Background: an optimization exercise with open tools, aiming at small area. Do not read the settings as production practice.
In this exercise RTL edits were held to simulation tests only and were not proved equivalent to the original.
Power and IR drop assume default switching activity.

==> flow/design.v (outline; a module is shown in full before it is edited, if it fits) <==
// module isqrt32: 253 lines
// module feature_pipeline: 1183 lines
module feature_pipeline
(
    input  logic        clk,
    input  logic        reset_n,
    input  logic        start,
    input  logic [15:0] accel_x,
    input  logic [15:0] accel_y,
    input  logic [15:0] accel_z,
    output logic [15:0] feature_mean,
    output logic [15:0] feature_std,
    output logic        feature_valid
);
  // ...
==> flow/run.sh <==
#!/bin/bash
# synth_recipe.tcl (not shown) runs the flow's synth.tcl, then flattens the netlist and writes it again
# the make line also repeats each setting of config.mk as NAME=value (left out here)
make -C /OpenROAD-flow-scripts/flow DESIGN_CONFIG=/design/flow/config.mk WORK_HOME=/design/flow/orfs CLKGATE_MAP_FILE= SYNTH_SCRIPT=/design/flow/synth_recipe.tcl finish
==> flow/config.mk <==
export PLATFORM = sky130hd
export DESIGN_NAME = feature_pipeline
export DESIGN_NICKNAME = feature_pipeline
export VERILOG_FILES = /design/flow/design.v
export SDC_FILE = /design/flow/constraint.sdc
export NUM_CORES = 4
export LEC_CHECK = 0
export CAP_MARGIN = 20
export CORE_MARGIN = 2
export CORE_UTILIZATION = 60
export CTS_BUF_LIST = sky130_fd_sc_hd__clkbuf_8
export CTS_CLUSTER_SIZE = 25
export SLEW_MARGIN = 20
==> flow/constraint.sdc <==
create_clock -name core_clock -period 10.0 [get_ports {clk}]
set_input_delay 2.0000 -clock core_clock [delete_from_list [all_inputs] [get_ports {clk}]]
set_output_delay 2.0000 -clock core_clock [all_outputs]
set_load 0.01 [all_outputs]
==> flow_summary.toml, run 1 <==
[global_route]
use_met3_pct = 3.77
global_route_usage_over_all_layers_pct = 23.8
grt_first_pass_wirelength_um = 41200
grt_start_max_net_pins = 88
grt-ovfl-total = 0

[clocking]
cts_inserted_buffers = 17

[power]
power.combinational.total_mw = 1.29
power.static_leakage_nw = 6.57
ir_worst_vdd_v = 0.000192
total_switching_power_mw = 1.14

[layout]
finish.cell_count_without_fillers = 1516
finish.instance_area_mm2 = 0.0141
n_fill_cell = 1624
final.clkbuf_count = 17

[floorplan]
ioPinCount = 84
die_area_mm2 = 0.0221

[synthesis]
synth-xor-area-share_pct = 4.26
yosys_register_bits = 170
synth_compound_area_share_pct = 4.00

[sta]
rsz0062_at_grt = "no"
layout_setup_ws_ns = 0.538

[hold_path]
hold_start = "sum_q[10]$_DFF_P_"
hold_class = "flip-flop to flip-flop"

[detailed_routing]
wl_met2_um = 11800
top_layer_used = "met4"

[outcome]
result_of_the_run = "complete, no violations"

[placed_design]
placement.cell_area_mm2 = 0.0136
port_buffers = 83

[critical_path]
cp_slowest_cell = "sky130_fd_sc_hd__xor2_2"
critPathCapture = "mag_q[13]$_DFF_P_"
==> run 2, diff against run 1 <==
--- a/flow/config.mk
+++ b/flow/config.mk
@@ -7,7 +7,7 @@
 export LEC_CHECK = 0
 export CAP_MARGIN = 20
 export CORE_MARGIN = 2
-export CORE_UTILIZATION = 60
+export CORE_UTILIZATION = 40
 export CTS_BUF_LIST = sky130_fd_sc_hd__clkbuf_8
-export CTS_CLUSTER_SIZE = 25
+export GPL_TIMING_DRIVEN = 0
 export SLEW_MARGIN = 20
==> run 2 against run 1 <==
- hold slack better by 0.0050 ns
- flip-flop and latch count stayed put
- worst setup slack better by 0.078 ns
- combinational power hardly changed
- still clean on timing, DRC and antenna
- final cell count is 10% higher
- highest routed layer unchanged
==> flow_summary.toml, run 2 <==
[layout]
antenna_cells_inserted = 0
area_of_the_multi_input_gates_mm2 = 0.00808
layout_commonest_cell = "sky130_fd_sc_hd__fa_1"
mostFrequentLayoutCells = "206 x sky130_fd_sc_hd__fa_1, 181 x sky130_fd_sc_hd__inv_1, 154 x sky130_fd_sc_hd__dfxtp_1"
layout_top_registers = "sq_q (37), u_back.z_q (32), sum_q (21)"
utilization_pct = 46.7
largest_register_ff_count = 37
n_fill_cell = 2941
final-seq-area_mm2 = 0.00356
fin_nets = 1594
layout-drive-gt1-share_pct = 5.24
largest_register = "sq_q"
layout_overhead_on_the_synthesized_area_pct = 14.2

[critical_path]
cp_slowest_cell = "sky130_fd_sc_hd__fa_1"
critPathLaunchType = "input port"
critPathMostFrequentCell = "sky130_fd_sc_hd__fa_1"
cp_max_fo = 10
worst_reg2reg_path_endpoint = "sq_q[36]$_DFF_P_"
reg2reg_setup_slack_ns = 0.67
critPathCapture = "mag_q[8]$_DFF_P_"
worstPathRequired_ns = 10.36
cp.arrival_ns = 9.74
worst_setup_path_startpoint = "accel_z[15]"
timing.critical_path.slowest_cell_delay_ns = 0.54
timing.critical_path.to_type = "flip-flop"
worst-setup-path-type = "input port to flip-flop"
critical_path.reg2reg.startpoint = "mag_q[14]$_DFF_P_"
r2r_cells = 29

[clocking]
cts_inserted_buffers = 17
cts_tree = "done"
htree_levels = 4
cts_max_path_buffers = 2
cts_sink_cnt = 170
clkTransAtPathRegs_ns = 0.10
cts_root_buf = "sky130_fd_sc_hd__clkbuf_8"
worstSkewPairLatency_ns = 0.48

[sta]
post_route_clock_period_utilization_pct = 93.8
finalMaxSlewViolations = 0
relSlewSlack_pct = 52.9
max_freq_ghz = 0.107
finalSetupViolCount = 0
rsz0062_at_grt = "no"
hold_viol = 0
worstMarginPinSlew_ns = 0.706
skew_ns = 0.0197
period_minus_slack_ns = 9.38

[synthesis]
count_of_cell_types_in_the_netlist = 38
async_reset_ff_share_pct = 0
synthesis.yosys.warnings = 3
synth_top_area_share_pct = 32.8
syn-instance-count = 1165
synth_flop_cell = "sky130_fd_sc_hd__dfxtp_1"
yosys-top-cells-area = "sky130_fd_sc_hd__fa_1 33%, sky130_fd_sc_hd__dfxtp_1 25%, sky130_fd_sc_hd__and2_1 7.3%, sky130_fd_sc_hd__ha_1 7.2%, sky130_fd_sc_hd__inv_1 5.4%"
yosysMostFrequentCell = "sky130_fd_sc_hd__fa_1"
synth.largest_area_cell = "sky130_fd_sc_hd__fa_1"
yosysSeqAreaShare_pct = 28.4
synth_net_count = 1494
synth_top_cells_by_count = "206 x sky130_fd_sc_hd__fa_1, 181 x sky130_fd_sc_hd__inv_1, 154 x sky130_fd_sc_hd__dfxtp_1"
post_synth.cell_area_avg_um2 = 10.8
yosys_register_bits = 170
synth.cell_area_mm2 = 0.0126
synth_enable_flop_cells = 16

[outcome]
result_of_the_run = "complete, no violations"

[hold_path]
hold_start = "sum_q[17]$_DFF_P_"
hold_depth = 0
hold_class = "flip-flop to flip-flop"

[floorplan]
die_height_um = 181
die_width_um = 181
core_mm2 = 0.0307
ioPinCount = 84
initial_core_util_pct = 40.8
die_area_mm2 = 0.0328
fp-row-count = 64

[run]
max-cap-violations = 0

[detailed_routing]
wl_per_cell_um = 16.0
route.detailed.vias_per_inst = 4.72
route.vias.total = 7897
drc_errors = 0
routed_wl_um = 26800
initialDrtViolationCount = 293
detailedRoute.firstPassIterationCount = 5
postRouteAntennaNets = 0

[power]
power.static_leakage_nw = 6.60
power-per-cell-area_mw_per_mm2 = 200
ir_worst_vdd_v = 0.0000977
final_total_pwr_mw = 2.86

[global_route]
grt-ovfl-total = 0
grt_pass1_vias = 8881
grt_antenna_before_repair = 0
grt_first_pass_wirelength_um = 46300
global_route_usage_over_all_layers_pct = 18.1
grt_start_max_net_pins = 20

[placed_design]
hpwlAfterDp_um = 21700
gp_routability_congestion = 0.817
port_buffers = 83
==> run 2: metrics by stage <==
step	TNS (ns)	hold WS, ns	std cells	cell area, um^2	setup slack [ns]
6_report	0	0.432	1674	14300	0.616
5_1_grt	0	0.444	1674	14300	0.143
4_1_cts	0	0.434	1674	14300	0.0189
3_5_place_dp	-16.69	0.408	1644	13900	-1.25
3_3_place_gp	-15.73	0.405	1644	13900	-1.18
2_1_floorplan	0	0.400	1165	12600	0.201
==> run 2: metal layers <==
metal	global-route usage [%]	part of all wire (%)
met1	24.1	46
met3	2.80	3.7
met2	30.6	49
met4	5.33	2.1
met5	0	0
==> run 2: cell type report <==
cell class	instances	share of cell area, %
Multi-Input combinational cell	758	56.3
Clock buffer	17	1.63
Buffer	53	1.84
Timing Repair Buffer	84	5.79
Clock inverter	15	1.36
Tap cell	396	3.45
Sequential cell	170	24.8
Inverter	181	4.74
==> run 2: worst min-delay path by stage <==
stage	end	slack (ns)
after detailed placement	u_back.m_q[12]$_DFFE_PP_	0.41
after CTS	u_back.m_q[12]$_DFFE_PP_	0.43
after global placement	u_back.m_q[13]$_DFFE_PP_	0.40
after global routing	u_back.m_q[10]$_DFFE_PP_	0.44
final	u_back.m_q[12]$_DFFE_PP_	0.43
after floorplan	u_back.m_q[10]$_DFFE_PP_	0.40
==> run 2: cell families (layout without fill, tap and decap cells) <==
family,after synthesis,count (layout),share of synthesized area [%]
XOR/XNOR,59,59,4.26
AO/OA/AOI/OAI,80,80,4.00
buffers and inverters,237,350,7.40
AND/OR/NAND/NOR,306,306,12.5
multiplexers,35,35,3.43
flip-flops,170,170,28.4
adder cells (fa/ha/maj),278,278,40.0
==> run 2: worst max-delay path: cells and delay by family <==
kind | cells | cell delay [ns]
adders and majority gates | 17 | 6.25
buffers and inverters | 8 | 1.00
xor gates and xnor gates | 2 | 0.31
and+or+nand+nor | 2 | 0.17
==> run 2: repair_timing <==
item | 4_1_cts | 5_1_grt
endpoints found under the setup margin | 16 | 17
buffers inserted | 0 | 1
endpoints found under the hold margin | 0 | 0
pin swaps | 1 | 0
resized for setup | 10 | 13
hold buffers | 0 | 0
==> run 2: power breakdown <==
part           leakage [nW]  internal, mW  total (mW)  switching [mW]
Clock                 0.216         0.217       0.527           0.311
Sequential             1.41         0.856        1.03           0.172
Combinational          4.98         0.593        1.31           0.714
Total                  6.60          1.67        2.86            1.20
==> run 3, diff against run 2 <==
--- a/flow/config.mk
+++ b/flow/config.mk
@@ -9,5 +9,4 @@
 export CORE_MARGIN = 2
 export CORE_UTILIZATION = 40
 export CTS_BUF_LIST = sky130_fd_sc_hd__clkbuf_8
-export GPL_TIMING_DRIVEN = 0
 export SLEW_MARGIN = 20
==> run 3 against run 2 <==
- still clean on timing, DRC and antenna
- critical endpoint is now mag_q[5]$_DFF_P_
- critical path type unchanged
- clock skew grew 0.0051 ns
- flip-flop and latch count stayed put
- final cell count decreased by 2.0%
==> flow_summary.toml, run 3 <==
[sta]
layout_setup_ws_ns = 0.485
holdWs_ns = 0.428
max_freq_ghz = 0.105
worstMarginPinSlew_ns = 0.861
relSlewSlack_pct = 42.5
period_minus_slack_ns = 9.52
finalMaxSlewViolations = 0
hold_viol = 0
rsz0062_at_grt = "no"
post_route_clock_period_utilization_pct = 95.2
skew_ns = 0.0248
finalSetupViolCount = 0

[synthesis]
synth_enable_flop_cells = 16
synth_top_area_share_pct = 32.8
yosys_register_bits = 170
synth_compound_area_share_pct = 4.00
count_of_cell_types_in_the_netlist = 38
synth_net_count = 1494
synth_simple_gate_area_share_pct = 12.5
yosysMostFrequentCell = "sky130_fd_sc_hd__fa_1"
synth.cell_area_mm2 = 0.0126
synth.largest_area_cell = "sky130_fd_sc_hd__fa_1"
synth_flop_cell = "sky130_fd_sc_hd__dfxtp_1"
syn-instance-count = 1165
synthMuxAreaShare_pct = 3.43
synth_top_cells_by_count = "206 x sky130_fd_sc_hd__fa_1, 181 x sky130_fd_sc_hd__inv_1, 154 x sky130_fd_sc_hd__dfxtp_1"
yosysSeqAreaShare_pct = 28.4
synth-xor-area-share_pct = 4.26
post_synthesis_share_of_cell_area_spent_on_full_adders_half_adders_and_majority_gates_pct = 40.0
synthesis.yosys.warnings = 3
yosys-top-cells-area = "sky130_fd_sc_hd__fa_1 33%, sky130_fd_sc_hd__dfxtp_1 25%, sky130_fd_sc_hd__and2_1 7.3%, sky130_fd_sc_hd__ha_1 7.2%, sky130_fd_sc_hd__inv_1 5.4%"
async_reset_ff_share_pct = 0
post_synth.cell_area_avg_um2 = 10.8
synth_top_family_by_area = "adder cells"

[layout]
layout_overhead_on_the_synthesized_area_pct = 12.8
largest_register_ff_count = 37
finish.instance_area_mm2 = 0.0142
layout_top_registers = "sq_q (37), u_back.z_q (32), sum_q (21)"
n_fill_cell = 2938
fin_nets = 1562
finish.cell_count_without_fillers = 1641
mostFrequentLayoutCells = "206 x sky130_fd_sc_hd__fa_1, 182 x sky130_fd_sc_hd__inv_1, 152 x sky130_fd_sc_hd__dfxtp_1"
antenna_cells_inserted = 0
largest_register = "sq_q"
layout-drive-gt1-share_pct = 5.78
area_of_the_multi_input_gates_mm2 = 0.00808
final-seq-area_mm2 = 0.00357
layout_commonest_cell = "sky130_fd_sc_hd__fa_1"

[critical_path]
cp_slowest_cell = "sky130_fd_sc_hd__xor2_2"
critPathBufInv = 6
worst_setup_path_startpoint = "accel_z[15]"
path_delay_family = "adder cells"
critical_path.reg2reg.startpoint = "mag_q[11]$_DFF_P_"
worstPathRequired_ns = 10.40
worst-setup-path-type = "input port to flip-flop"
cp_max_fo = 15
critPathMostFrequentCell = "sky130_fd_sc_hd__fa_1"
timing.critical_path.slowest_cell_delay_ns = 0.52
cp.arrival_ns = 9.91
timing.critical_path.to_type = "flip-flop"
critPathLaunchType = "input port"

[power]
ir_worst_vdd_v = 0.0000786
power-per-cell-area_mw_per_mm2 = 193
power.static_leakage_nw = 6.55

[floorplan]
die_height_um = 181
core_mm2 = 0.0307
die_width_um = 181
die_area_mm2 = 0.0328
fp-row-count = 64
ioPinCount = 84
initial_core_util_pct = 40.8

[placed_design]
gp_routability_congestion = 0.765
preCtsSetupSlack_ns = -0.304
port_buffers = 83
numPlacedInstances = 1610
placement.cell_area_mm2 = 0.0138
hpwlAfterDp_um = 18100

[global_route]
grt_first_pass_wirelength_um = 42200
grt-ovfl-total = 0
global_route_usage_over_all_layers_pct = 16.0
grt_pass1_vias = 8593
grt_antenna_before_repair = 0
grt_start_max_net_pins = 88

[detailed_routing]
initialDrtViolationCount = 304
drc_errors = 0
route.detailed.vias_per_inst = 4.65
postRouteAntennaNets = 0
routed_wl_um = 23800
wl_per_cell_um = 14.5
route.vias.total = 7633
detailedRoute.firstPassIterationCount = 4

[clocking]
worstSkewPairLatency_ns = 0.47
htree_levels = 4
cts_sink_cnt = 170
cts_hold_buffers = 0
clkTransAtPathRegs_ns = 0.10
cts_root_buf = "sky130_fd_sc_hd__clkbuf_8"
cts_inserted_buffers = 17
cts_max_path_buffers = 2
cts_tree = "done"

[hold_path]
hold_start = "sum_q[7]$_DFF_P_"
hold_class = "flip-flop to flip-flop"

[outcome]
result_of_the_run = "complete, no violations"

[run]
max-cap-violations = 0
## run 3: cell types whose count changed in the layout (fill, tap and decap cells not counted), moves of 2 or more
cell | before | now
sky130_fd_sc_hd__clkbuf_1 | 38 | 0
sky130_fd_sc_hd__buf_4 | 3 | 22
sky130_fd_sc_hd__buf_2 | 7 | 0
sky130_fd_sc_hd__clkinv_8 | 4 | 0
sky130_fd_sc_hd__inv_8 | 5 | 1
sky130_fd_sc_hd__clkbuf_2 | 3 | 0
sky130_fd_sc_hd__clkdlybuf4s50_1 | 80 | 83
sky130_fd_sc_hd__clkbuf_8 | 19 | 17
sky130_fd_sc_hd__clkinvlp_4 | 0 | 2
sky130_fd_sc_hd__dfxtp_1 | 154 | 152
sky130_fd_sc_hd__dfxtp_2 | 0 | 2
sky130_fd_sc_hd__inv_6 | 4 | 6
## run 3: worst reg2reg max path, delay by kind of cell (launching register included)
family,cells,cell delay (ns)
xor+xnor,1,0.12
flops,1,0.89
buf+inv,4,0.27
simple gates,1,0.26
fa+ha+maj,22,7.39
## run 3: worst paths after layout
path                                   to  slack (ns)  cells past startpoint
setup reg to reg         sq_q[36]$_DFF_P_        0.95                     28
hold / removal    u_back.m_q[2]$_DFFE_PP_        0.43                      0
setup / recovery         mag_q[5]$_DFF_P_        0.48                     27
hold reg to reg   u_back.m_q[2]$_DFFE_PP_        0.43                      0
## run 3: stage by stage
stage	total power, mW	setup TNS [ns]	util, %
after floorplan	1.93	0	-
after global placement	2.29	-2.23	44.9
after detailed placement	2.32	-3.82	44.9
after CTS	2.79	0	46.0
after global routing	3.03	0	46.0
final	2.74	0	46.0
## run 3: layer usage
| layer | track usage [%] | vias up | part of all wire (%) |
|---|---|---|---|
| met4 | 3.97 | 0 | 1.3 |
| met2 | 27.8 | 94 | 50 |
| met1 | 21.1 | 3836 | 46 |
| li1 | - | 3682 | - |
| met3 | 2.04 | 21 | 2.0 |
| met5 | 0 | - | 0 |
## run 3: area by class of cell
type / instances / area share [%]
tap: 396 / 3.50
sequential: 170 / 25.2
multi-input combinational: 758 / 57.0
inverter: 181 / 4.80
clock inverter: 14 / 0.786
clock buffer: 17 / 1.65
timing repair buffer: 105 / 7.03
## run 3: power by group
part,internal (mW),switching (mW)
clock,0.176,0.280
combinational,0.590,0.700
sequential,0.856,0.134
## run 3: repair_timing
| item | 4_1_cts | 5_1_grt |
|---|---|---|
| resized for setup | 0 | 1 |
| setup buffers | 0 | 0 |
| setup endpoints to repair | 0 | 14 |
## run 3: kinds of logic (layout without fill, tap and decap cells)
| logic type | after synthesis | in the layout |
|---|---|---|
| xor gates and xnor gates | 59 | 59 |
| AOI/OAI and AO/OA | 80 | 80 |
| muxes | 35 | 35 |
| and+or+nand+nor | 306 | 306 |
| adders and majority gates | 278 | 278 |
| DFF | 170 | 170 |
| buffers and inverters | 237 | 317 |
==> run 4, diff against run 3 <==
==> flow/flow/run.sh (new file) <==
#!/bin/bash
# The standard ORFS layout (standard.sh) with two changes:
#  - SYNTH_ARGS=-noabc: Yosys's early ABC pass inside "synth" is skipped, so the full
#    adders written out in the RTL reach extract_fa as written (the final ABC mapping
#    after flip-flop mapping still runs); flip-flops are mapped exactly as in the
#    standard synthesis;
#  - every input and output port is still buffered, with the smallest buffer.
set -euo pipefail
export SYNTH_ARGS="-noabc"
export BUFFER_PORTS_ARGS="-buffer_cell sky130_fd_sc_hd__buf_1"
bash standard.sh > flow_make.log 2>&1
==> flow/standard.sh (new file) <==
#!/bin/bash
# synth_recipe.tcl (not shown) runs the flow's synth.tcl, then flattens the netlist and writes it again
# the make line also repeats each setting of config.mk as NAME=value (left out here)
make -C /OpenROAD-flow-scripts/flow DESIGN_CONFIG=/design/flow/config.mk WORK_HOME=/design/flow/orfs CLKGATE_MAP_FILE= SYNTH_SCRIPT=/design/flow/synth_recipe.tcl "${@:-finish}"
--- a/flow/config.mk
+++ b/flow/config.mk
@@ -5,8 +5,8 @@
 export SDC_FILE = /design/flow/constraint.sdc
 export NUM_CORES = 4
 export LEC_CHECK = 0
-export CAP_MARGIN = 20
+export CAP_MARGIN = 0
 export CORE_MARGIN = 2
 export CORE_UTILIZATION = 40
 export CTS_BUF_LIST = sky130_fd_sc_hd__clkbuf_8
-export SLEW_MARGIN = 20
+export SLEW_MARGIN = 0
removed: flow/run.sh
==> run 4 against run 3 <==
- via count decreased by 6.5%
- routed wire length decreased by 2.5%
- largest power group unchanged
- clock skew decreased by 0.0074 ns
- highest routed layer unchanged
==> flow_summary.toml, run 4 <==
[clocking]
cts_hold_buffers = 0
htree_levels = 4
ctsResizeCount = 0
post_cts.repair.setup_buffers = 0
cts_max_path_buffers = 2
cts_root_buf = "sky130_fd_sc_hd__clkbuf_8"
worstSkewPairLatency_ns = 0.47
cts_tree = "done"
cts_inserted_buffers = 17
cts_sink_cnt = 170
clkTransAtPathRegs_ns = 0.10

[critical_path]
timing.critical_path.to_type = "flip-flop"
critPathMostFrequentCell = "sky130_fd_sc_hd__fa_1"
worstPathRequired_ns = 10.36
cp.arrival_ns = 9.82
critPathLaunchType = "flip-flop"
cp_slowest_cell = "sky130_fd_sc_hd__or4_4"
cp_max_fo = 6
path_delay_family = "adder cells"
worst-setup-path-type = "flip-flop to flip-flop"
timing.critical_path.slowest_cell_delay_ns = 0.58
critPathBufInv = 0

[global_route]
m2_gr_usage_pct = 28.9
grt-ovfl-total = 0
use_met3_pct = 2.32
grt_start_max_net_pins = 73
grt_pass1_vias = 8082
top_usage_layer = "met2"
grt_util_met1_pct = 21.3
global_route_usage_over_all_layers_pct = 16.3
grt_antenna_before_repair = 0
grt_first_pass_wirelength_um = 40800

[layout]
layout_overhead_on_the_synthesized_area_pct = 9.65
largest_register = "sq_q"
fin_nets = 1414
layout-drive-gt1-share_pct = 7.50
antenna_cells_inserted = 0
layout_commonest_cell = "sky130_fd_sc_hd__fa_1"
largest_register_ff_count = 37
layout_top_registers = "sq_q (37), u_back.z_q (32), sum_q (21)"
mostFrequentLayoutCells = "210 x sky130_fd_sc_hd__fa_1, 152 x sky130_fd_sc_hd__dfxtp_1, 151 x sky130_fd_sc_hd__and2_1"

[power]
final_total_pwr_mw = 3.25
power-per-cell-area_mw_per_mm2 = 243
ir_worst_vdd_v = 0.0000869
power.clock.fraction_pct = 16.0
p_comb_share_pct = 50.7
switching_share_pct = 41.3
power.static_leakage_nw = 6.15
seq_power_share_pct = 33.3
total_switching_power_mw = 1.34
intPower_mw = 1.91

[placed_design]
port_buffers = 83
gp_routability_congestion = 0.761
hpwlAfterDp_um = 17800

[floorplan]
core_mm2 = 0.0298
ioPinCount = 84
die_width_um = 178
die_area_mm2 = 0.0318
initial_core_util_pct = 40.8
die_height_um = 178
fp-row-count = 63

[detailed_routing]
routed_wl_um = 23200
detailedRoute.firstPassIterationCount = 4
initialDrtViolationCount = 266
postRouteAntennaNets = 0
drc_errors = 0
route.detailed.vias_per_inst = 4.81
wl_per_cell_um = 15.7
route.vias.total = 7136

[synthesis]
yosysSeqAreaShare_pct = 29.3
synth_flop_cell = "sky130_fd_sc_hd__dfxtp_1"
yosys_register_bits = 170
synth_top_area_share_pct = 34.6
synthesis.yosys.warnings = 3
yosysMostFrequentCell = "sky130_fd_sc_hd__fa_1"
synth.largest_area_cell = "sky130_fd_sc_hd__fa_1"
synth_net_count = 1336
syn-instance-count = 1003
synth.cell_area_mm2 = 0.0122
count_of_cell_types_in_the_netlist = 41
yosys-top-cells-area = "sky130_fd_sc_hd__fa_1 35%, sky130_fd_sc_hd__dfxtp_1 25%, sky130_fd_sc_hd__and2_1 7.8%, sky130_fd_sc_hd__ha_1 7.4%, sky130_fd_sc_hd__edfxtp_1 3.9%"
post_synth.cell_area_avg_um2 = 12.1
async_reset_ff_share_pct = 0
synth_enable_flop_cells = 16
synth_top_cells_by_count = "210 x sky130_fd_sc_hd__fa_1, 154 x sky130_fd_sc_hd__dfxtp_1, 151 x sky130_fd_sc_hd__and2_1"

[sta]
skew_ns = 0.0174
max_freq_ghz = 0.106
relSlewSlack_pct = 29.3
rsz0062_at_grt = "no"
finalSetupTns_ns = 0
post_route_clock_period_utilization_pct = 94.6
worstMarginPinSlew_ns = 1.06
finalSetupViolCount = 0
hold_viol = 0
period_minus_slack_ns = 9.46
finalMaxSlewViolations = 0

[run]
max-cap-violations = 0

[hold_path]
hold_class = "flip-flop to flip-flop"

[outcome]
result_of_the_run = "complete, no violations"
run 4: changes by cell type in the layout (fill, tap and decap cells not counted), sizes merged, moves of 7 or more:
| cell | previous run | this run |
|---|---|---|
| mux2i | 19 | 26 |
| o21ai | 47 | 24 |
| buf | 22 | 107 |
| a211oi | 0 | 10 |
| nand2 | 95 | 28 |
| nor2b | 5 | 59 |
| o211a | 14 | 0 |
| nor3 | 6 | 18 |
| clkdlybuf4s50 | 83 | 0 |
| inv | 190 | 46 |
| xnor2 | 14 | 4 |
run 4: final cells by class:
type / instances / area [um^2]
inverters: 37 / 139
repair buffers: 107 / 492
fillers: 2822 / 16500
well taps: 390 / 488
clock inverters: 14 / 171
multi-input cells: 748 / 8240
clock buffers: 18 / 248
flip-flops and latches: 170 / 3570
run 4: power by group through the flow:
| stage | Sequential [mW] | Combinational [mW] | Clock (mW) |
|---|---|---|---|
| 2_1_floorplan | 1.06 | 1.25 | 0 |
| 3_3_place_gp | 1.10 | 1.65 | 0 |
| 3_5_place_dp | 1.10 | 1.68 | 0 |
| 4_1_cts | 1.09 | 1.69 | 0.537 |
| 5_1_grt | 1.11 | 1.93 | 0.565 |
| 6_report | 1.08 | 1.64 | 0.519 |
run 4: final timing paths:
| path | endpoint | from | depth (start not counted) | slack [ns] |
|---|---|---|---|---|
| min | u_back.m_q[8]$_DFFE_PP_ | sum_q[13]$_DFF_P_ | 0 | 0.44 |
| min reg2reg | u_back.m_q[8]$_DFFE_PP_ | sum_q[13]$_DFF_P_ | 0 | 0.44 |
| max | sq_q[36]$_DFF_P_ | cnt_q[1]$_SDFF_PP0_ | 25 | 0.54 |
| max reg2reg | sq_q[36]$_DFF_P_ | cnt_q[1]$_SDFF_PP0_ | 25 | 0.54 |
run 4: stage by stage:
step | area [um^2] | worst slack, ns | hold WS (ns) | cells | utilization, %
2_1_floorplan | 12200 | 0.565 | 0.401 | 1003 | -
3_3_place_gp | 12900 | 0.553 | 0.407 | 1452 | 43.4
3_5_place_dp | 12900 | 0.462 | 0.410 | 1452 | 43.4
4_1_cts | 13300 | 0.440 | 0.434 | 1484 | 44.8
5_1_grt | 13300 | 0.104 | 0.446 | 1484 | 44.8
6_report | 13300 | 0.536 | 0.435 | 1484 | 44.8
run 4: kinds of logic (layout without fill, tap and decap cells):
family	count (synthesis)	count (layout)	share of synthesized area, %
compound gates	57	57	3.13
xor+xnor	54	54	3.89
mux	45	45	4.27
simple gates	310	310	14.4
buf+inv	85	176	3.05
fa+ha+maj	282	282	42.0
flops	170	170	29.3
run 4: routing by layer:
| metal | routed length, um | vias up |
|---|---|---|
| met3 | 479 | 16 |
| met1 | 10200 | 3687 |
| li1 | - | 3371 |
| met4 | 220 | 0 |
| met2 | 12300 | 62 |
| met5 | 0 | - |
==> run 5, diff against run 4 <==
--- a/flow/config.mk
+++ b/flow/config.mk
@@ -5,8 +5,8 @@
 export SDC_FILE = /design/flow/constraint.sdc
 export NUM_CORES = 4
 export LEC_CHECK = 0
-export CAP_MARGIN = 0
+export CAP_MARGIN = 20
 export CORE_MARGIN = 2
 export CORE_UTILIZATION = 40
 export CTS_BUF_LIST = sky130_fd_sc_hd__clkbuf_8
-export SLEW_MARGIN = 0
+export SLEW_MARGIN = 20
==> run 5 against run 4 <==
- count of clock-buffer cells in the layout unchanged
- global-route usage unchanged
- worst setup slack about the same
- still clean on timing, DRC and antenna
- via count decreased by 0.27%
- highest routed layer unchanged
- register-to-register slack about the same
- die area unchanged
- synthesized cell count unchanged
- non-clock buffer count unchanged
- clock power about the same
==> flow_summary.toml, run 5 <==
[sta]
finalSetupViolCount = 0
max_freq_ghz = 0.106
period_minus_slack_ns = 9.46
hold_viol = 0
holdWs_ns = 0.435
worstMarginPinSlew_ns = 0.781
post_route_clock_period_utilization_pct = 94.6
rsz0062_at_grt = "no"
skew_ns = 0.0176
finalMaxSlewViolations = 0
finalSetupTns_ns = 0
relSlewSlack_pct = 47.9

[power]
intPower_mw = 1.91
total_switching_power_mw = 1.34
power.clock.fraction_pct = 16.0
power-per-cell-area_mw_per_mm2 = 243
ir_worst_vdd_v = 0.0000869
switching_share_pct = 41.3
seq_power_share_pct = 33.3
final_total_pwr_mw = 3.25
power.static_leakage_nw = 6.15
p_comb_share_pct = 50.7

[synthesis]
synth_net_count = 1336
yosys_register_bits = 170
yosysMostFrequentCell = "sky130_fd_sc_hd__fa_1"
synth.largest_area_cell = "sky130_fd_sc_hd__fa_1"
synth_top_cells_by_count = "210 x sky130_fd_sc_hd__fa_1, 154 x sky130_fd_sc_hd__dfxtp_1, 151 x sky130_fd_sc_hd__and2_1"
count_of_cell_types_in_the_netlist = 41
synth_enable_flop_cells = 16
yosysSeqAreaShare_pct = 29.3
yosys-top-cells-area = "sky130_fd_sc_hd__fa_1 35%, sky130_fd_sc_hd__dfxtp_1 25%, sky130_fd_sc_hd__and2_1 7.8%, sky130_fd_sc_hd__ha_1 7.4%, sky130_fd_sc_hd__edfxtp_1 3.9%"
syn-instance-count = 1003
synth_flop_cell = "sky130_fd_sc_hd__dfxtp_1"
synth_top_area_share_pct = 34.6
synthesis.yosys.warnings = 3
post_synth.cell_area_avg_um2 = 12.1
async_reset_ff_share_pct = 0
synth.cell_area_mm2 = 0.0122

[clocking]
cts_max_path_buffers = 2
clkTransAtPathRegs_ns = 0.10
htree_levels = 4
cts_sink_cnt = 170
post_cts.repair.setup_buffers = 0
cts_inserted_buffers = 17
worstSkewPairLatency_ns = 0.47
cts_root_buf = "sky130_fd_sc_hd__clkbuf_8"
cts_hold_buffers = 0
ctsResizeCount = 0
cts_tree = "done"

[layout]
antenna_cells_inserted = 0
n_fill_cell = 2819
mostFrequentLayoutCells = "210 x sky130_fd_sc_hd__fa_1, 152 x sky130_fd_sc_hd__dfxtp_1, 151 x sky130_fd_sc_hd__and2_1"
largest_register = "sq_q"
layout_overhead_on_the_synthesized_area_pct = 9.71
layout_commonest_cell = "sky130_fd_sc_hd__fa_1"
layout-drive-gt1-share_pct = 7.59
largest_register_ff_count = 37
finish.cell_count_without_fillers = 1484
layout_top_registers = "sq_q (37), u_back.z_q (32), sum_q (21)"
fin_nets = 1414

[floorplan]
ioPinCount = 84
core_mm2 = 0.0298
fp-row-count = 63
initial_core_util_pct = 40.8
die_area_mm2 = 0.0318
die_height_um = 178
die_width_um = 178

[global_route]
grt-ovfl-total = 0
grt_pass1_vias = 8082
global_route_usage_over_all_layers_pct = 16.3
grt_first_pass_wirelength_um = 40800
grt_start_max_net_pins = 73
grt_antenna_before_repair = 0

[placed_design]
numPlacedInstances = 1452
gp_routability_congestion = 0.761
hpwlAfterDp_um = 17800
port_buffers = 83

[critical_path]
critPathBufInv = 0
path_delay_family = "adder cells"
worstPathRequired_ns = 10.36
timing.critical_path.slowest_cell_delay_ns = 0.58
cp_max_fo = 6
cp.arrival_ns = 9.82
worst-setup-path-type = "flip-flop to flip-flop"
timing.critical_path.to_type = "flip-flop"
cp_slowest_cell = "sky130_fd_sc_hd__or4_4"
critPathLaunchType = "flip-flop"
critPathMostFrequentCell = "sky130_fd_sc_hd__fa_1"

[detailed_routing]
initialDrtViolationCount = 267
drc_errors = 0
postRouteAntennaNets = 0
route.detailed.vias_per_inst = 4.80
route.vias.total = 7117
detailedRoute.firstPassIterationCount = 4
routed_wl_um = 23300
wl_per_cell_um = 15.7

[run]
max-cap-violations = 0

[hold_path]
hold_class = "flip-flop to flip-flop"

[outcome]
result_of_the_run = "complete, no violations"
[run 5: layout make-up]
type / count / area (um^2) / share of cell area (%)
multi-input cells: 748 / 8240 / 61.8
repair buffers: 107 / 492 / 3.68
flip-flops and latches: 170 / 3570 / 26.7
well taps: 390 / 488 / 3.66
clock buffers: 18 / 248 / 1.86
inverters: 37 / 139 / 1.04
clock inverters: 14 / 171 / 1.28
[run 5: final timing paths]
path                                     startpoint                       to  slack (ns)  cells past startpoint
worst min register to register    sum_q[13]$_DFF_P_  u_back.m_q[8]$_DFFE_PP_        0.44                      0
worst min-delay path              sum_q[13]$_DFF_P_  u_back.m_q[8]$_DFFE_PP_        0.44                      0
worst max register to register  cnt_q[1]$_SDFF_PP0_         sq_q[36]$_DFF_P_        0.54                     25
worst max-delay path            cnt_q[1]$_SDFF_PP0_         sq_q[36]$_DFF_P_        0.54                     25
[run 5: per-stage QoR]
stage | util (%) | worst slack [ns] | area (um^2)
2_1_floorplan | - | 0.565 | 12200
3_3_place_gp | 43.4 | 0.553 | 12900
3_5_place_dp | 43.4 | 0.462 | 12900
4_1_cts | 44.8 | 0.440 | 13300
5_1_grt | 44.8 | 0.104 | 13300
6_report | 44.8 | 0.536 | 13300
[run 5: kinds of logic after synthesis]
family,share of synthesized area (%)
buf+inv,3.05
simple gates,14.4
mux,4.27
flops,29.3
compound gates,3.13
fa+ha+maj,42.0
xor+xnor,3.89
[run 5: power by group through the flow]
stage                     logic (mW)  clock network [mW]  registers (mW)
final                           1.65               0.519            1.08
after global routing            1.93               0.565            1.11
after CTS                       1.69               0.537            1.09
after detailed placement        1.68                   0            1.10
after global placement          1.65                   0            1.10
after floorplan                 1.25                   0            1.06
[run 5: worst register-to-register path, stage by stage (launching register included)]
cell	delay [ns]
sky130_fd_sc_hd__dfxtp_1	0.35
sky130_fd_sc_hd__or4_4	0.58
sky130_fd_sc_hd__nor2_4	0.17
sky130_fd_sc_hd__nor2b_1	0.10
sky130_fd_sc_hd__fa_1	0.46
sky130_fd_sc_hd__fa_1	0.46
sky130_fd_sc_hd__fa_1	0.46
sky130_fd_sc_hd__fa_1	0.45
sky130_fd_sc_hd__fa_1	0.42
sky130_fd_sc_hd__fa_1	0.42
sky130_fd_sc_hd__fa_1	0.42
sky130_fd_sc_hd__fa_1	0.42
sky130_fd_sc_hd__fa_1	0.42
sky130_fd_sc_hd__fa_1	0.42
sky130_fd_sc_hd__fa_1	0.43
sky130_fd_sc_hd__fa_1	0.44
sky130_fd_sc_hd__fa_1	0.44
sky130_fd_sc_hd__fa_1	0.43
sky130_fd_sc_hd__fa_1	0.43
sky130_fd_sc_hd__fa_1	0.41
sky130_fd_sc_hd__fa_1	0.38
sky130_fd_sc_hd__ha_1	0.19
sky130_fd_sc_hd__ha_1	0.17
sky130_fd_sc_hd__ha_1	0.17
sky130_fd_sc_hd__ha_1	0.18
sky130_fd_sc_hd__xnor2_1	0.12
[run 5: metal layers]
| metal | track usage [%] | wire, um | vias to the layer above |
|---|---|---|---|
| met5 | 0 | 0 | - |
| met4 | 3.42 | 220 | 0 |
| met3 | 2.32 | 481 | 16 |
| met2 | 28.9 | 12300 | 62 |
| met1 | 21.3 | 10200 | 3669 |
| li1 | - | - | 3370 |
==> run 6, diff against run 5 <==
--- a/flow/config.mk
+++ b/flow/config.mk
@@ -8,5 +8,7 @@
 export CAP_MARGIN = 20
 export CORE_MARGIN = 2
 export CORE_UTILIZATION = 40
-export CTS_BUF_LIST = sky130_fd_sc_hd__clkbuf_8
+export CTS_BUF_LIST = sky130_fd_sc_hd__clkbuf_16
+export CTS_CLUSTER_DIAMETER = 100
+export CTS_CLUSTER_SIZE = 40
 export SLEW_MARGIN = 20
==> run 6 against run 5 <==
- die area did not move
- synthesized area did not move
- largest power group unchanged
- non-clock buffer count did not move
- critical path type unchanged
==> flow_summary.toml, run 6 <==
[hold_path]
worst_hold_path.endpoint = "u_back.m_q[13]$_DFFE_PP_"
hold_start = "sum_q[18]$_DFF_P_"
hold_depth = 0
hold_class = "flip-flop to flip-flop"

[detailed_routing]
route.met3.wl_um = 439
wl_met2_um = 12300
route.detailed.vias_per_inst = 4.79
routed_wl_um = 23400
top_layer_used = "met4"
drc_errors = 0
wl_per_cell_um = 15.8
detailedRoute.firstPassIterationCount = 4
route.vias.total = 7109
postRouteAntennaNets = 0
m1WireLength_um = 10400
initialDrtViolationCount = 237

[sta]
period_minus_slack_ns = 9.48
finalSetupTns_ns = 0
finalMaxSlewViolations = 0
skew_ns = 0.0137
layout_setup_ws_ns = 0.516
max_freq_ghz = 0.105
finalSetupViolCount = 0
hold_viol = 0
relSlewSlack_pct = 48.0
rsz0062_at_grt = "no"
worstMarginPinSlew_ns = 0.780
post_route_clock_period_utilization_pct = 94.8

[critical_path]
timing.critical_path.to_type = "flip-flop"
cp_max_fo = 6
cp.arrival_ns = 9.79
critPathLaunchType = "flip-flop"
r2r_cells = 25
critical_path.reg2reg.startpoint = "cnt_q[1]$_SDFF_PP0_"
worst-setup-path-type = "flip-flop to flip-flop"
worst_reg2reg_path_endpoint = "sq_q[36]$_DFF_P_"
worstPathRequired_ns = 10.31
reg2reg_setup_slack_ns = 0.52

[floorplan]
fp-row-count = 63
initial_core_util_pct = 40.8
ioPinCount = 84
die_height_um = 178
die_width_um = 178
die_area_mm2 = 0.0318
core_mm2 = 0.0298

[layout]
mostFrequentLayoutCells = "210 x sky130_fd_sc_hd__fa_1, 152 x sky130_fd_sc_hd__dfxtp_1, 151 x sky130_fd_sc_hd__and2_1"
layout_overhead_on_the_synthesized_area_pct = 11.2
layout-drive-gt1-share_pct = 7.50
layout_commonest_cell = "sky130_fd_sc_hd__fa_1"
antenna_cells_inserted = 0
fin_nets = 1414
layout_top_registers = "sq_q (37), u_back.z_q (32), sum_q (21)"
largest_register = "sq_q"
largest_register_ff_count = 37

[synthesis]
synth_flop_cell = "sky130_fd_sc_hd__dfxtp_1"
yosysSeqAreaShare_pct = 29.3
post_synth.cell_area_avg_um2 = 12.1
synth_top_cells_by_count = "210 x sky130_fd_sc_hd__fa_1, 154 x sky130_fd_sc_hd__dfxtp_1, 151 x sky130_fd_sc_hd__and2_1"
yosys-top-cells-area = "sky130_fd_sc_hd__fa_1 35%, sky130_fd_sc_hd__dfxtp_1 25%, sky130_fd_sc_hd__and2_1 7.8%, sky130_fd_sc_hd__ha_1 7.4%, sky130_fd_sc_hd__edfxtp_1 3.9%"
synth_simple_gate_area_share_pct = 14.4
synth_net_count = 1336
count_of_cell_types_in_the_netlist = 41
synth_top_family_by_area = "adder cells"
synth.largest_area_cell = "sky130_fd_sc_hd__fa_1"
syn-instance-count = 1003
synthMuxAreaShare_pct = 4.27
async_reset_ff_share_pct = 0
synth_compound_area_share_pct = 3.13
yosys_register_bits = 170
yosysMostFrequentCell = "sky130_fd_sc_hd__fa_1"
synth_enable_flop_cells = 16
post_synthesis_share_of_cell_area_spent_on_full_adders_half_adders_and_majority_gates_pct = 42.0
synth-xor-area-share_pct = 3.89
synthesis.yosys.warnings = 3
synth.cell_area_mm2 = 0.0122
synth_top_area_share_pct = 34.6

[placed_design]
preCtsSetupSlack_ns = 0.462
gp_routability_congestion = 0.761
port_buffers = 83
hpwlAfterDp_um = 17800

[global_route]
grt-ovfl-total = 0
grt_pass1_vias = 8105
grt_first_pass_wirelength_um = 40900
global_route_usage_over_all_layers_pct = 16.4
grt_start_max_net_pins = 73
grt_antenna_before_repair = 0

[clocking]
ctsResizeCount = 0
cts_tree = "done"
worstSkewPairLatency_ns = 0.43
cts_root_buf = "sky130_fd_sc_hd__clkbuf_16"
cts_hold_buffers = 0
cts_max_path_buffers = 2
post_cts.repair.setup_buffers = 0
cts_inserted_buffers = 17
clkTransAtPathRegs_ns = 0.07
htree_levels = 4
cts_sink_cnt = 170

[power]
power.static_leakage_nw = 6.23
power-per-cell-area_mw_per_mm2 = 252
ir_worst_vdd_v = 0.000129

[outcome]
result_of_the_run = "complete, no violations"

[run]
max-cap-violations = 0
## run 6: cell counts after synthesis
No cell type changed its count.
## run 6: kinds of logic (layout without fill, tap and decap cells)
group                      after synthesis  count (layout)
and+or+nand+nor                        310             310
muxes                                   45              45
buffers and inverters                   85             176
DFF                                    170             170
AOI/OAI and AO/OA                       57              57
adders and majority gates              282             282
xor gates and xnor gates                54              54
## run 6: where the power goes
part	switching [mW]	leakage, nW	internal, mW	total [mW]
clock network	0.316	0.296	0.359	0.675
logic	0.882	4.53	0.768	1.65
registers	0.164	1.41	0.920	1.08
## run 6: layout make-up
type	count	area [um^2]
sequential	170	3570
inverter	37	139
clock inverter	15	175
clock buffer	17	425
fill	2799	16300
tap	390	488
timing repair buffer	107	492
multi-input combinational	748	8240
## run 6: metal layers
layer,up-vias,track usage [%]
met2,67,28.9
met5,-,0
li1,3366,-
met1,3657,21.5
met3,19,2.11
met4,0,3.66
## run 6: worst max path at each step
stage                              from                to  slack [ns]  cells after the start
floorplan           cnt_q[1]$_SDFF_PP0_  sq_q[36]$_DFF_P_        0.57                     27
global placement    cnt_q[1]$_SDFF_PP0_  sq_q[36]$_DFF_P_        0.55                     25
detailed placement  cnt_q[1]$_SDFF_PP0_  sq_q[36]$_DFF_P_        0.46                     25
CTS                 cnt_q[1]$_SDFF_PP0_  sq_q[36]$_DFF_P_        0.44                     25
global route        cnt_q[1]$_SDFF_PP0_  sq_q[36]$_DFF_P_        0.11                     25
finish              cnt_q[1]$_SDFF_PP0_  sq_q[36]$_DFF_P_        0.52                     25
## run 6: worst max-delay path, cell delays in order, from the launching register on
cell                      delay [ns]
sky130_fd_sc_hd__dfxtp_1        0.34
sky130_fd_sc_hd__or4_4          0.58
sky130_fd_sc_hd__nor2_4         0.17
sky130_fd_sc_hd__nor2b_1        0.10
sky130_fd_sc_hd__fa_1           0.46
sky130_fd_sc_hd__fa_1           0.47
sky130_fd_sc_hd__fa_1           0.47
sky130_fd_sc_hd__fa_1           0.45
sky130_fd_sc_hd__fa_1           0.42
sky130_fd_sc_hd__fa_1           0.42
sky130_fd_sc_hd__fa_1           0.42
sky130_fd_sc_hd__fa_1           0.42
sky130_fd_sc_hd__fa_1           0.42
sky130_fd_sc_hd__fa_1           0.42
sky130_fd_sc_hd__fa_1           0.43
sky130_fd_sc_hd__fa_1           0.44
sky130_fd_sc_hd__fa_1           0.44
sky130_fd_sc_hd__fa_1           0.43
sky130_fd_sc_hd__fa_1           0.43
sky130_fd_sc_hd__fa_1           0.41
sky130_fd_sc_hd__fa_1           0.38
sky130_fd_sc_hd__ha_1           0.19
sky130_fd_sc_hd__ha_1           0.17
sky130_fd_sc_hd__ha_1           0.17
sky130_fd_sc_hd__ha_1           0.19
sky130_fd_sc_hd__xnor2_1        0.12
## run 6: stage by stage
stage	power [mW]	util, %	instances	hold WS, ns	cell area (um^2)
floorplan	2.31	-	1003	0.401	12200
detailed placement	2.78	43.4	1452	0.410	12900
global placement	2.75	43.4	1452	0.407	12900
CTS	3.47	45.4	1484	0.430	13500
global route	3.77	45.4	1484	0.438	13500
finish	3.41	45.4	1484	0.428	13500
==> run 7, diff against run 6 <==
==> flow/flow/run.sh (replaced) <==
#!/bin/bash
# The standard ORFS layout (standard.sh) with these changes:
#  - SYNTH_ARGS=-noabc: Yosys's early ABC pass inside "synth" is skipped, so the full
#    adders written out in the RTL reach extract_fa as written (the final ABC mapping
#    after flip-flop mapping still runs); flip-flops are mapped exactly as in the
#    standard synthesis;
#  - every input and output port is still buffered, with the smallest buffer;
#  - clock tree synthesis without dummy clock loads.
set -euo pipefail
export SYNTH_ARGS="-noabc"
export BUFFER_PORTS_ARGS="-buffer_cell sky130_fd_sc_hd__buf_1"
export CTS_ARGS="-sink_clustering_enable -repair_clock_nets -dont_use_dummy_load -buf_list {sky130_fd_sc_hd__clkbuf_4 sky130_fd_sc_hd__clkbuf_8} -sink_clustering_size 10"
bash standard.sh > flow_make.log 2>&1
--- a/flow/config.mk
+++ b/flow/config.mk
@@ -8,7 +8,6 @@
 export CAP_MARGIN = 20
 export CORE_MARGIN = 2
 export CORE_UTILIZATION = 40
-export CTS_BUF_LIST = sky130_fd_sc_hd__clkbuf_16
-export CTS_CLUSTER_DIAMETER = 100
-export CTS_CLUSTER_SIZE = 40
+export CTS_BUF_LIST = sky130_fd_sc_hd__clkbuf_8
+export GPL_TIMING_DRIVEN = 0
 export SLEW_MARGIN = 20
==> run 7 against run 6 <==
- critical endpoint unchanged
- combinational power barely moved
- synthesized area did not move
- non-clock buffer count rose by 25
- fmax fell by 0.86%
- sequential share of layout area rose by 0.61 points
- clock skew rose by 0.014 ns
- power fell by 7.6%
- final cell count rose by 0.74%
==> flow_summary.toml, run 7 <==
[outcome]
result_of_the_run = "complete, no violations"

[placed_design]
hpwlAfterDp_um = 20200
gp_routability_congestion = 0.805
port_buffers = 83
preCtsSetupSlack_ns = -0.322

[sta]
finalSetupViolCount = 0
hold_viol = 0
max_freq_ghz = 0.105
finalMaxSlewViolations = 0
skew_ns = 0.0281
layout_setup_ws_ns = 0.434
post_route_clock_period_utilization_pct = 95.7
relSlewSlack_pct = 47.5
period_minus_slack_ns = 9.57
worstMarginPinSlew_ns = 0.787
finalSetupTns_ns = 0
rsz0062_at_grt = "no"

[hold_path]
worst_hold_path.endpoint = "u_back.m_q[11]$_DFFE_PP_"
hold_start = "sum_q[16]$_DFF_P_"
hold_depth = 0
hold_class = "flip-flop to flip-flop"

[synthesis]
syn-instance-count = 1003
synth_net_count = 1336
synth_flop_cell = "sky130_fd_sc_hd__dfxtp_1"
synth_top_cells_by_count = "210 x sky130_fd_sc_hd__fa_1, 154 x sky130_fd_sc_hd__dfxtp_1, 151 x sky130_fd_sc_hd__and2_1"
count_of_cell_types_in_the_netlist = 41
synthesis.yosys.warnings = 3
yosysMostFrequentCell = "sky130_fd_sc_hd__fa_1"
synth.largest_area_cell = "sky130_fd_sc_hd__fa_1"
synth.cell_area_mm2 = 0.0122
yosys-top-cells-area = "sky130_fd_sc_hd__fa_1 35%, sky130_fd_sc_hd__dfxtp_1 25%, sky130_fd_sc_hd__and2_1 7.8%, sky130_fd_sc_hd__ha_1 7.4%, sky130_fd_sc_hd__edfxtp_1 3.9%"
synth_top_area_share_pct = 34.6
post_synth.cell_area_avg_um2 = 12.1
yosys_register_bits = 170
yosysSeqAreaShare_pct = 29.3
synth_enable_flop_cells = 16
async_reset_ff_share_pct = 0

[clocking]
cts_tree = "done"
cts_hold_buffers = 0
cts_root_buf = "sky130_fd_sc_hd__clkbuf_8"
cts_sink_cnt = 170
worstSkewPairLatency_ns = 0.46
cts_max_path_buffers = 2
clkTransAtPathRegs_ns = 0.09
cts_inserted_buffers = 17
htree_levels = 4

[critical_path]
r2r_cells = 27
cp.arrival_ns = 9.89
critPathLaunchType = "flip-flop"
worst_reg2reg_path_endpoint = "sq_q[36]$_DFF_P_"
worst-setup-path-type = "flip-flop to flip-flop"
cp_max_fo = 10
timing.critical_path.to_type = "flip-flop"
reg2reg_setup_slack_ns = 0.43
worstPathRequired_ns = 10.33
critical_path.reg2reg.startpoint = "cnt_q[2]$_SDFF_PP0_"

[global_route]
global_route_usage_over_all_layers_pct = 17.5
grt_antenna_before_repair = 0
grt_first_pass_wirelength_um = 42600
grt_pass1_vias = 8249
grt-ovfl-total = 0
grt_start_max_net_pins = 19

[detailed_routing]
route.detailed.vias_per_inst = 4.85
detailedRoute.firstPassIterationCount = 5
wl_per_cell_um = 17.0
postRouteAntennaNets = 0
drc_errors = 0
route.vias.total = 7255
initialDrtViolationCount = 391
routed_wl_um = 25500

[floorplan]
fp-row-count = 63
die_area_mm2 = 0.0318
die_width_um = 178
ioPinCount = 84
initial_core_util_pct = 40.8
core_mm2 = 0.0298
die_height_um = 178

[power]
power.static_leakage_nw = 6.09
power-per-cell-area_mw_per_mm2 = 237
ir_worst_vdd_v = 0.0000968

[layout]
mostFrequentLayoutCells = "206 x sky130_fd_sc_hd__fa_1, 151 x sky130_fd_sc_hd__and2_1, 144 x sky130_fd_sc_hd__dfxtp_1"
largest_register = "sq_q"
layout_top_registers = "sq_q (37), u_back.z_q (32), sum_q (21)"
fin_nets = 1439
layout-drive-gt1-share_pct = 7.79
layout_overhead_on_the_synthesized_area_pct = 9.05
layout_commonest_cell = "sky130_fd_sc_hd__fa_1"
largest_register_ff_count = 37

[run]
max-cap-violations = 0
-- run 7: cell counts after synthesis --
Identical to the previous run, type by type.
-- run 7: metal layers --
layer | track usage [%] | part of all wire [%] | up-vias | wire length, um
met1 | 22.6 | 44 | 3717 | 11200
met5 | 0 | 0 | - | 0
met4 | 4.54 | 1.9 | 0 | 475
met2 | 30.6 | 51 | 105 | 13000
met3 | 2.75 | 3.0 | 30 | 767
li1 | - | - | 3403 | -
-- run 7: power breakdown --
part	internal, mW	total [mW]	leakage [nW]	switching, mW
Clock	0.151	0.373	0.122	0.223
Combinational	0.769	1.66	4.55	0.894
Sequential	0.923	1.11	1.41	0.189
-- run 7: per-stage QoR --
| stage | hold slack [ns] | util [%] | std cells | cell area, um^2 | total power, mW |
|---|---|---|---|---|---|
| floorplan | 0.401 | - | 1003 | 12200 | 2.31 |
| global placement | 0.408 | 43.5 | 1476 | 13000 | 2.76 |
| detailed placement | 0.409 | 43.5 | 1476 | 13000 | 2.81 |
| CTS | 0.409 | 44.4 | 1493 | 13200 | 3.19 |
| global route | 0.427 | 44.5 | 1494 | 13300 | 3.48 |
| finish | 0.407 | 44.5 | 1495 | 13300 | 3.15 |
-- run 7: timing repair --
item	in CTS	in global routing
resized for setup	10	21
setup endpoints to repair	2	13
buffers inserted	0	2
-- run 7: cell families after synthesis --
| family | share of synthesized area, % |
|---|---|
| fa+ha+maj | 42.0 |
| mux | 4.27 |
| simple gates | 14.4 |
| xor+xnor | 3.89 |
| compound gates | 3.13 |
| buf+inv | 3.05 |
| flops | 29.3 |
-- run 7: worst max-delay path: stages (launching register included) --
cell,delay [ns]
sky130_fd_sc_hd__dfxtp_1,0.35
sky130_fd_sc_hd__or4_4,0.56
sky130_fd_sc_hd__nor2_4,0.14
sky130_fd_sc_hd__buf_6,0.16
sky130_fd_sc_hd__buf_6,0.15
sky130_fd_sc_hd__nor2b_1,0.07
sky130_fd_sc_hd__fa_1,0.46
sky130_fd_sc_hd__fa_2,0.41
sky130_fd_sc_hd__fa_1,0.46
sky130_fd_sc_hd__fa_1,0.46
sky130_fd_sc_hd__fa_1,0.44
sky130_fd_sc_hd__fa_2,0.38
sky130_fd_sc_hd__fa_2,0.37
sky130_fd_sc_hd__fa_1,0.42
sky130_fd_sc_hd__fa_1,0.42
sky130_fd_sc_hd__fa_1,0.43
sky130_fd_sc_hd__fa_2,0.38
sky130_fd_sc_hd__fa_1,0.42
sky130_fd_sc_hd__fa_1,0.43
sky130_fd_sc_hd__fa_1,0.44
sky130_fd_sc_hd__fa_1,0.42
sky130_fd_sc_hd__fa_1,0.42
sky130_fd_sc_hd__fa_1,0.40
sky130_fd_sc_hd__ha_1,0.20
sky130_fd_sc_hd__ha_1,0.18
sky130_fd_sc_hd__ha_1,0.18
sky130_fd_sc_hd__ha_1,0.18
sky130_fd_sc_hd__xnor2_1,0.12
-- run 7: worst max path at each step --
stage / from / end / cells after the start
final: cnt_q[2]$_SDFF_PP0_ / sq_q[36]$_DFF_P_ / 27
after global routing: cnt_q[2]$_SDFF_PP0_ / sq_q[36]$_DFF_P_ / 27
after CTS: cnt_q[2]$_SDFF_PP0_ / sq_q[36]$_DFF_P_ / 27
after detailed placement: accel_x[15] / mag_q[12]$_DFF_P_ / 25
after global placement: accel_y[15] / mag_q[1]$_DFF_P_ / 25
after floorplan: cnt_q[1]$_SDFF_PP0_ / sq_q[36]$_DFF_P_ / 27
-- run 7: area by class of cell --
class | instances | area, um^2
antenna | 1 | 2.50
sequential | 170 | 3580
buffer | 47 | 245
fill | 2827 | 16500
inverter | 37 | 139
tap | 390 | 488
multi-input combinational | 748 | 8250
timing repair buffer | 85 | 327
clock buffer | 17 | 234
==> run 8, diff against run 7 <==
--- a/flow/flow/run.sh
+++ b/flow/flow/run.sh
@@ -9,5 +9,5 @@
 set -euo pipefail
 export SYNTH_ARGS="-noabc"
 export BUFFER_PORTS_ARGS="-buffer_cell sky130_fd_sc_hd__buf_1"
-export CTS_ARGS="-sink_clustering_enable -repair_clock_nets -dont_use_dummy_load -buf_list {sky130_fd_sc_hd__clkbuf_4 sky130_fd_sc_hd__clkbuf_8} -sink_clustering_size 10"
+export CTS_ARGS="-sink_clustering_enable -repair_clock_nets -dont_use_dummy_load -buf_list sky130_fd_sc_hd__clkbuf_8"
 bash standard.sh > flow_make.log 2>&1
==> run 8 against run 7 <==
- first-iteration DRC count is the same
- die area is the same
- fmax is the same
- final cell count is the same
- power is the same
- register-to-register slack is essentially flat
- sequential share of layout area is the same
- critical endpoint unchanged
- largest cell class unchanged
- highest routed layer unchanged
==> flow_summary.toml, run 8 <==
[outcome]
result_of_the_run = "complete, no violations"

[synthesis]
synth_enable_flop_cells = 16
count_of_cell_types_in_the_netlist = 41
yosysMostFrequentCell = "sky130_fd_sc_hd__fa_1"
post_synth.cell_area_avg_um2 = 12.1
synth_top_area_share_pct = 34.6
synth.cell_area_mm2 = 0.0122
synthesis.yosys.warnings = 3
synth_flop_cell = "sky130_fd_sc_hd__dfxtp_1"
async_reset_ff_share_pct = 0
synth.largest_area_cell = "sky130_fd_sc_hd__fa_1"
syn-instance-count = 1003
synth_top_cells_by_count = "210 x sky130_fd_sc_hd__fa_1, 154 x sky130_fd_sc_hd__dfxtp_1, 151 x sky130_fd_sc_hd__and2_1"
synth_net_count = 1336
yosysSeqAreaShare_pct = 29.3
yosys_register_bits = 170
yosys-top-cells-area = "sky130_fd_sc_hd__fa_1 35%, sky130_fd_sc_hd__dfxtp_1 25%, sky130_fd_sc_hd__and2_1 7.8%, sky130_fd_sc_hd__ha_1 7.4%, sky130_fd_sc_hd__edfxtp_1 3.9%"

[global_route]
grt_first_pass_wirelength_um = 42600
grt_pass1_vias = 8249
grt_antenna_before_repair = 0
grt_start_max_net_pins = 19
global_route_usage_over_all_layers_pct = 17.5
grt-ovfl-total = 0

[sta]
worstMarginPinSlew_ns = 0.787
max_freq_ghz = 0.105
post_route_clock_period_utilization_pct = 95.7
hold_viol = 0
rsz0062_at_grt = "no"
relSlewSlack_pct = 47.5
period_minus_slack_ns = 9.57
skew_ns = 0.0281
finalSetupViolCount = 0
finalMaxSlewViolations = 0
holdWs_ns = 0.407

[critical_path]
worst_reg2reg_path_endpoint = "sq_q[36]$_DFF_P_"
cp_max_fo = 10
worstPathRequired_ns = 10.33
critical_path.reg2reg.startpoint = "cnt_q[2]$_SDFF_PP0_"
timing.critical_path.to_type = "flip-flop"
timing.critical_path.slowest_cell_delay_ns = 0.56
r2r_cells = 27
worst-setup-path-type = "flip-flop to flip-flop"
cp.arrival_ns = 9.89
reg2reg_setup_slack_ns = 0.43
cp_slowest_cell = "sky130_fd_sc_hd__or4_4"
critPathLaunchType = "flip-flop"
critPathMostFrequentCell = "sky130_fd_sc_hd__fa_1"

[layout]
largest_register = "sq_q"
utilization_pct = 44.5
layout_overhead_on_the_synthesized_area_pct = 9.05
largest_register_ff_count = 37
layout-drive-gt1-share_pct = 7.79
mostFrequentLayoutCells = "206 x sky130_fd_sc_hd__fa_1, 151 x sky130_fd_sc_hd__and2_1, 144 x sky130_fd_sc_hd__dfxtp_1"
layout_commonest_cell = "sky130_fd_sc_hd__fa_1"
fin_nets = 1439
finish.instance_area_mm2 = 0.0133
layout_top_registers = "sq_q (37), u_back.z_q (32), sum_q (21)"
finish.cell_count_without_fillers = 1495

[floorplan]
core_mm2 = 0.0298
initial_core_util_pct = 40.8
die_area_mm2 = 0.0318
die_height_um = 178
ioPinCount = 84
die_width_um = 178
fp-row-count = 63

[power]
power-per-cell-area_mw_per_mm2 = 237
final_total_pwr_mw = 3.15
ir_worst_vdd_v = 0.0000968
power.static_leakage_nw = 6.09

[detailed_routing]
route.vias.total = 7255
route.detailed.vias_per_inst = 4.85
routed_wl_um = 25500
postRouteAntennaNets = 0
initialDrtViolationCount = 391
drc_errors = 0
detailedRoute.firstPassIterationCount = 5
wl_per_cell_um = 17.0

[clocking]
clkTransAtPathRegs_ns = 0.09
cts_inserted_buffers = 17
cts_sink_cnt = 170
cts_max_path_buffers = 2
cts_root_buf = "sky130_fd_sc_hd__clkbuf_8"
htree_levels = 4
worstSkewPairLatency_ns = 0.46
cts_tree = "done"

[run]
max-cap-violations = 0

[hold_path]
hold_start = "sum_q[16]$_DFF_P_"
worst_hold_path.endpoint = "u_back.m_q[11]$_DFFE_PP_"
hold_class = "flip-flop to flip-flop"
hold_depth = 0

[placed_design]
port_buffers = 83
gp_routability_congestion = 0.805
placement.cell_area_mm2 = 0.0130
numPlacedInstances = 1476
hpwlAfterDp_um = 20200
[run 8: final cells by class]
| type | instances | area (um^2) |
|---|---|---|
| multi-input combinational | 748 | 8250 |
| inverter | 37 | 139 |
| fill | 2827 | 16500 |
| sequential | 170 | 3580 |
| tap | 390 | 488 |
| clock buffer | 17 | 234 |
| antenna | 1 | 2.50 |
| buffer | 47 | 245 |
| timing repair buffer | 85 | 327 |
[run 8: logic make-up after synthesis]
kind of cell	count (synthesis)	share of synthesized area, %
muxes	45	4.27
AOI/OAI and AO/OA	57	3.13
DFF	170	29.3
and+or+nand+nor	310	14.4
buffers and inverters	85	3.05
adders and majority gates	282	42.0
xor gates and xnor gates	54	3.89
[run 8: worst max-delay path, delay by kind of cell (launching register included)]
| kind | cells | cell delay [ns] |
|---|---|---|
| xor gates and xnor gates | 1 | 0.12 |
| buffers and inverters | 2 | 0.31 |
| DFF | 1 | 0.35 |
| adders and majority gates | 21 | 7.90 |
| and+or+nand+nor | 3 | 0.77 |
[run 8: repair_timing]
| action | in CTS | in global routing |
|---|---|---|
| setup endpoints to repair | 2 | 13 |
| hold buffers | 0 | 0 |
| buffers inserted | 0 | 2 |
| resized for setup | 10 | 21 |
[run 8: through the flow]
stage | setup TNS (ns) | setup WS, ns
after floorplan | 0 | 0.565
after global placement | -2.33 | -0.224
after detailed placement | -3.24 | -0.322
after CTS | 0 | 0.0212
after global routing | 0 | 0.0363
final | 0 | 0.434
[run 8: worst max path at each step]
stage / start / to / slack [ns]
6_report: cnt_q[2]$_SDFF_PP0_ / sq_q[36]$_DFF_P_ / 0.43
4_1_cts: cnt_q[2]$_SDFF_PP0_ / sq_q[36]$_DFF_P_ / 0.02
3_3_place_gp: accel_y[15] / mag_q[1]$_DFF_P_ / -0.22
2_1_floorplan: cnt_q[1]$_SDFF_PP0_ / sq_q[36]$_DFF_P_ / 0.57
5_1_grt: cnt_q[2]$_SDFF_PP0_ / sq_q[36]$_DFF_P_ / 0.04
3_5_place_dp: accel_x[15] / mag_q[12]$_DFF_P_ / -0.32
[run 8: where the power goes]
part | leakage [nW] | internal [mW] | total (mW) | switching (mW)
clock | 0.122 | 0.151 | 0.373 | 0.223
sequential | 1.41 | 0.923 | 1.11 | 0.189
combinational | 4.55 | 0.769 | 1.66 | 0.894
total | 6.09 | 1.84 | 3.15 | 1.31
[run 8: routing by layer]
layer / vias to the layer above / share of wire, % / wire, um / track usage [%]
met5: - / 0 / 0 / 0
met4: 0 / 1.9 / 475 / 4.54
met3: 30 / 3.0 / 767 / 2.75
met2: 105 / 51 / 13000 / 30.6
met1: 3717 / 44 / 11200 / 22.6
li1: 3403 / - / - / -
==> run 9, diff against run 8 <==
--- a/flow/config.mk
+++ b/flow/config.mk
@@ -7,7 +7,8 @@
 export LEC_CHECK = 0
 export CAP_MARGIN = 20
 export CORE_MARGIN = 2
-export CORE_UTILIZATION = 40
+export CORE_UTILIZATION = 65
 export CTS_BUF_LIST = sky130_fd_sc_hd__clkbuf_8
 export GPL_TIMING_DRIVEN = 0
+export PLACE_DENSITY = 0.75
 export SLEW_MARGIN = 20
==> run 9 against run 8 <==
- global-route usage increased by 9.4 points
- critical path depth unchanged
- sequential share of layout area up 0.37 points
- count of clock-buffer cells in the layout stayed put
- power down 0.58%
- final area fell by 1.4%
- via count up 1.6%
==> flow_summary.toml, run 9 <==
[outcome]
result_of_the_run = "complete, no violations"

[sta]
max_freq_ghz = 0.104
finalSetupViolCount = 0
rsz0062_at_grt = "no"
post_route_clock_period_utilization_pct = 96.1
hold_viol = 0
finalSetupTns_ns = 0

[detailed_routing]
postRouteAntennaNets = 0
route.vias.total = 7369
routed_wl_um = 24300
wl_per_cell_um = 18.2
drc_errors = 0

[critical_path]
r2r_cells = 27
timing.critical_path.slowest_cell_delay_ns = 0.56
cp.arrival_ns = 9.98
cp_max_fo = 10

[synthesis]
synth.largest_area_cell = "sky130_fd_sc_hd__fa_1"
synthesis.yosys.warnings = 3
yosysMostFrequentCell = "sky130_fd_sc_hd__fa_1"
yosys-top-cells-area = "sky130_fd_sc_hd__fa_1 35%, sky130_fd_sc_hd__dfxtp_1 25%, sky130_fd_sc_hd__and2_1 7.8%, sky130_fd_sc_hd__ha_1 7.4%, sky130_fd_sc_hd__edfxtp_1 3.9%"
synth_top_area_share_pct = 34.6
async_reset_ff_share_pct = 0
syn-instance-count = 1003
yosys_register_bits = 170
yosysSeqAreaShare_pct = 29.3

[floorplan]
die_height_um = 141
ioPinCount = 84
fp-row-count = 50
core_mm2 = 0.0185

[power]
power-per-cell-area_mw_per_mm2 = 239
power.clock.fraction_pct = 11.7
switching_share_pct = 41.3
final_total_pwr_mw = 3.13
seq_power_share_pct = 35.5
power.static_leakage_nw = 6.10

[global_route]
grt_antenna_before_repair = 0
grt-ovfl-total = 0
global_route_usage_over_all_layers_pct = 26.9
grt_first_pass_wirelength_um = 41000
grt_start_max_net_pins = 19

[layout]
finish.cell_count_without_fillers = 1339
mostFrequentLayoutCells = "206 x sky130_fd_sc_hd__fa_1, 151 x sky130_fd_sc_hd__and2_1, 144 x sky130_fd_sc_hd__dfxtp_1"

[clocking]
clkTransAtPathRegs_ns = 0.09
cts_sink_cnt = 170
cts_max_path_buffers = 2
cts_root_buf = "sky130_fd_sc_hd__clkbuf_8"

[hold_path]
worst_hold_path.endpoint = "u_back.m_q[7]$_DFFE_PP_"
hold_start = "sum_q[12]$_DFF_P_"
hold_depth = 0
==> run 9: cell counts after synthesis <==
No cell type changed its count.
==> run 9: what timing repair did <==
| action | CTS | global route |
|---|---|---|
| hold endpoints to repair | 0 | 0 |
| hold buffers | 0 | 0 |
| setup buffers | 0 | 3 |
| endpoints found under the setup margin | 1 | 13 |
| resized for setup | 3 | 36 |
| pin swaps | 0 | 0 |
| gates cloned | 0 | 0 |
==> run 9: final cells by class <==
type | count | area (um^2)
multi-input combinational | 748 | 8250
fill | 1390 | 5440
sequential | 170 | 3580
timing repair buffer | 86 | 334
tap | 234 | 293
buffer | 47 | 248
clock buffer | 17 | 234
inverter | 37 | 139
==> run 9: layer usage <==
layer / vias up / track usage [%] / share of wire, %
met5: - / 0 / 0
met4: 0 / 6.21 / 1.5
met3: 25 / 5.60 / 4.7
met2: 158 / 44.3 / 49
met1: 3787 / 37.2 / 45
li1: 3399 / - / -
==> run 9: worst max-delay path by stage <==
stage                              startpoint               end  cells past startpoint
after global placement            accel_y[15]  mag_q[1]$_DFF_P_                     25
after CTS                    mag_q[1]$_DFF_P_  sq_q[36]$_DFF_P_                     25
after detailed placement          accel_x[15]  mag_q[3]$_DFF_P_                     25
after floorplan           cnt_q[1]$_SDFF_PP0_  sq_q[36]$_DFF_P_                     27
after global routing        mag_q[12]$_DFF_P_  sq_q[36]$_DFF_P_                     25
final                     cnt_q[2]$_SDFF_PP0_  sq_q[36]$_DFF_P_                     27
==> run 9: per-stage QoR <==
stage	setup WS (ns)	utilization [%]
after floorplan	0.565	-
after global placement	-0.311	69.0
after detailed placement	-0.424	69.0
after CTS	0.00194	70.3
after global routing	0.0196	70.6
final	0.395	70.6
==> run 9: critical path, delay by kind of cell (launching register included) <==
family	cells	cell delay (ns)
fa+ha+maj	21	7.87
xor+xnor	1	0.18
buf+inv	2	0.34
simple gates	3	0.76
flops	1	0.36
==> run 9: cell families after synthesis <==
kind of cell / Yosys count / synth area share (%)
and+or+nand+nor: 310 / 14.4
DFF: 170 / 29.3
AOI/OAI and AO/OA: 57 / 3.13
xor gates and xnor gates: 54 / 3.89
buffers and inverters: 85 / 3.05
adders and majority gates: 282 / 42.0
muxes: 45 / 4.27
==> run 9: power by group through the flow <==
stage,clock network (mW),registers (mW),logic [mW]
finish,0.367,1.11,1.65
global route,0.397,1.14,1.91
CTS,0.372,1.11,1.66
detailed placement,0,1.12,1.65
global placement,0,1.12,1.60
floorplan,0,1.06,1.25

Setup slack of run 9, layout unchanged: 0.395 ns with ideal ports, 0.395 ns with driving cells assumed (clock clkbuf_16, inputs buf_2), 0.079 ns with port delays also shifted by the 0.474 ns mid clock arrival.
